This is an optimization exercise on Yosys and OpenROAD, whose aim is small area, not a production implementation. In this exercise RTL edits were held to simulation tests only and were not proved equivalent to the original. Power figures rest on the tool's default switching activity, not on a simulated workload.

## commit_trace_unit
module commit_trace_unit #(
    parameter int DEPTH = 8,
    parameter int CNT_W = 32
) (
    input  wire logic              clk,
    input  wire logic              rst,
    input  wire logic              reg_wr_i,
    input  wire logic [2:0]        wr_reg_i,
    input  wire logic [15:0]       wr_data_i,
    input  wire logic              mem_rd_i,
    input  wire logic              mem_wr_i,
    input  wire logic [15:0]       mem_addr_i,
    input  wire logic [15:0]       mem_wdata_i,
    input  wire logic [15:0]       mem_rdata_i,
    input  wire logic              halt_i,
    input  wire logic              icache_req_i,
    input  wire logic              icache_hit_i,
    input  wire logic              dcache_req_i,
    input  wire logic              dcache_hit_i,
    output logic                   rec_valid,
    input  wire logic              rec_ready,
    output logic [3:0]             rec_flags,
    output logic [2:0]             rec_reg,
    output logic [15:0]            rec_wdata,
    output logic [15:0]            rec_addr,
    output logic [15:0]            rec_mdata,
    output logic [15:0]            rec_cycle,
    output logic                   full_o,
    output logic                   overflow_o,
    output logic                   done_o,
    output logic [CNT_W-1:0]       cycle_count_o,
    output logic [CNT_W-1:0]       inst_count_o,
    output logic [CNT_W-1:0]       icache_req_cnt_o,
    output logic [CNT_W-1:0]       icache_hit_cnt_o,
    output logic [CNT_W-1:0]       dcache_req_cnt_o,
    output logic [CNT_W-1:0]       dcache_hit_cnt_o
);
Size: ~1400 cells after synthesis, ~760 flip-flops, about 350 I/O pins.
Settings: LEC_CHECK=0, CAP_MARGIN=20, CORE_MARGIN=2, CORE_UTILIZATION=70, PLACE_DENSITY=0.85, SLEW_MARGIN=20; clock period 5.0 ns.
standard.sh (not shown) runs the stock make flow with config.mk's settings and CLKGATE_MAP_FILE= SYNTH_SCRIPT=/design/flow/synth_recipe.tcl, a recipe that flattens the netlist after the stock synthesis.
==> flow/flow/run.sh <==
#!/bin/bash
set -euo pipefail
here=$(pwd)
{
  echo 'proc abc {args} {'
  echo '  set i [lsearch -exact $args -script]'
  echo '  if {$i >= 0} { lset args [expr {$i+1}] $::env(OWN_ABC_SCRIPT) }'
  echo '  yosys abc {*}$args'
  echo '}'
  cat synth_recipe.tcl
} > own_synth.tcl
sed "s#SYNTH_SCRIPT=[^ ]*synth_recipe.tcl#SYNTH_SCRIPT=$here/own_synth.tcl#" standard.sh > own_standard.sh
grep -q "own_synth.tcl" own_standard.sh
export OWN_ABC_SCRIPT=$here/flow/abc_area.script
export BUFFER_PORTS_ARGS="-buffer_cell sky130_fd_sc_hd__buf_1"
export CTS_ARGS="-sink_clustering_enable -repair_clock_nets -dont_use_dummy_load -buf_list {sky130_fd_sc_hd__clkbuf_8 sky130_fd_sc_hd__clkbuf_16} -sink_clustering_buffer sky130_fd_sc_hd__clkbuf_8 -tree_buf sky130_fd_sc_hd__clkbuf_16 -root_buf sky130_fd_sc_hd__clkbuf_16 -sink_clustering_size 20 -sink_clustering_max_diameter 48"
bash own_standard.sh > flow_make.log 2>&1
==> flow/flow/abc_area.script <==
strash
dch -f
amap
topo
stime -c
==> next run, changes <==
--- a/flow/flow/run.sh
+++ b/flow/flow/run.sh
@@ -1,2 +1,11 @@
 #!/bin/bash
+# Own layout flow: the standard ORFS flow (standard.sh) with three changes.
+#  1. Synthesis: synth_recipe.tcl unchanged, except that Yosys's abc call for the
+#     combinational logic uses an area-oriented script (flow/abc_area.script).
+#     Flip-flop mapping (dfflibmap) runs before abc and is untouched, so the
+#     registers, their names and cell types are those of the standard synthesis.
+#  2. Every input and output port still gets a buffer, but the smallest one (buf_1).
+#  3. CTS: larger sink clusters driven by clkbuf_16 and no dummy clock loads.
+# Each tool's full output goes to ORFS's own logs under orfs/logs; make's output
+# goes to flow_make.log.
 set -euo pipefail
@@ -15,3 +24,3 @@
 export BUFFER_PORTS_ARGS="-buffer_cell sky130_fd_sc_hd__buf_1"
-export CTS_ARGS="-sink_clustering_enable -repair_clock_nets -dont_use_dummy_load -buf_list {sky130_fd_sc_hd__clkbuf_8 sky130_fd_sc_hd__clkbuf_16} -sink_clustering_buffer sky130_fd_sc_hd__clkbuf_8 -tree_buf sky130_fd_sc_hd__clkbuf_16 -root_buf sky130_fd_sc_hd__clkbuf_16 -sink_clustering_size 20 -sink_clustering_max_diameter 48"
+export CTS_ARGS="-sink_clustering_enable -repair_clock_nets -dont_use_dummy_load -buf_list {sky130_fd_sc_hd__clkbuf_8 sky130_fd_sc_hd__clkbuf_16} -sink_clustering_buffer sky130_fd_sc_hd__clkbuf_8 -tree_buf sky130_fd_sc_hd__clkbuf_16 -root_buf sky130_fd_sc_hd__clkbuf_16 -sink_clustering_size 18 -sink_clustering_max_diameter 45"
 bash own_standard.sh > flow_make.log 2>&1
- CAP_MARGIN: 20 -> 0
- SLEW_MARGIN: 20 -> 0
The new run completed without violations; hold slack loses 0.034 ns; final area increases slightly; combinational power hardly moves; worst setup slack is worse by 0.088 ns; global-route usage is higher by 0.28 points; synthesized cell count is unchanged; die area does not change; wire length climbs slightly.
==> next run, changes <==
- CAP_MARGIN: 0 -> 20
- SLEW_MARGIN: 0 -> 20
After rerunning: Power does not change; clock-buffer cell count does not change; clock skew is unchanged; fmax stays the same; setup slack does not change; global-route usage is unchanged.
==> next run, changes <==
--- a/flow/flow/run.sh
+++ b/flow/flow/run.sh
@@ -24,3 +24,3 @@
 export BUFFER_PORTS_ARGS="-buffer_cell sky130_fd_sc_hd__buf_1"
-export CTS_ARGS="-sink_clustering_enable -repair_clock_nets -dont_use_dummy_load -buf_list {sky130_fd_sc_hd__clkbuf_8 sky130_fd_sc_hd__clkbuf_16} -sink_clustering_buffer sky130_fd_sc_hd__clkbuf_8 -tree_buf sky130_fd_sc_hd__clkbuf_16 -root_buf sky130_fd_sc_hd__clkbuf_16 -sink_clustering_size 18 -sink_clustering_max_diameter 45"
+export CTS_ARGS="-sink_clustering_enable -repair_clock_nets -dont_use_dummy_load -buf_list {sky130_fd_sc_hd__clkbuf_8 sky130_fd_sc_hd__clkbuf_16} -sink_clustering_buffer sky130_fd_sc_hd__clkbuf_8 -tree_buf sky130_fd_sc_hd__clkbuf_16 -root_buf sky130_fd_sc_hd__clkbuf_16 -sink_clustering_size 20 -sink_clustering_max_diameter 48"
 bash own_standard.sh > flow_make.log 2>&1
Core utilization fell by 0.28 points. Critical path depth stays the same. Routed wire length fell by 1.1%. Clock skew is about the same. Hold slack gains 0.034 ns. Global-route usage fell by 0.28 points. Synthesized cell count is unchanged. Worst setup slack gains 0.088 ns. Cell area fell by 0.36%. Total power fell by about 1.7%.

## separate check: timing with driven ports
The results above use ideal ports. As a check the final layouts listed here were re-extracted and re-timed, cells and wires unchanged. Step 1 sets driving cells, clkbuf_16 on the clock port and buf_2 on the other inputs (assumed; they add their load-dependent delay and slew). Step 2 times the ports against the registers' clock, not the clock port: input delays grow and output delays shrink by t, the midpoint of the rising clock arrivals with the driver on. Slacks: no drivers / after step 1 / after step 2; pairs: no drivers / after step 1.
run	t (ns)	setup slack, ns	worst setup path at the end	worst data-port slew with drivers (ns)
the first run	0.618	0.709 / 0.709 / 0.323	input to register	0.07
the second run	0.615	0.621 / 0.621 / 0.279	input to register	0.07
the third run	0.615	0.621 / 0.621 / 0.279	input to register	0.07
the fourth run	0.618	0.709 / 0.709 / 0.323	input to register	0.07
After both steps every run listed still meets setup and hold.
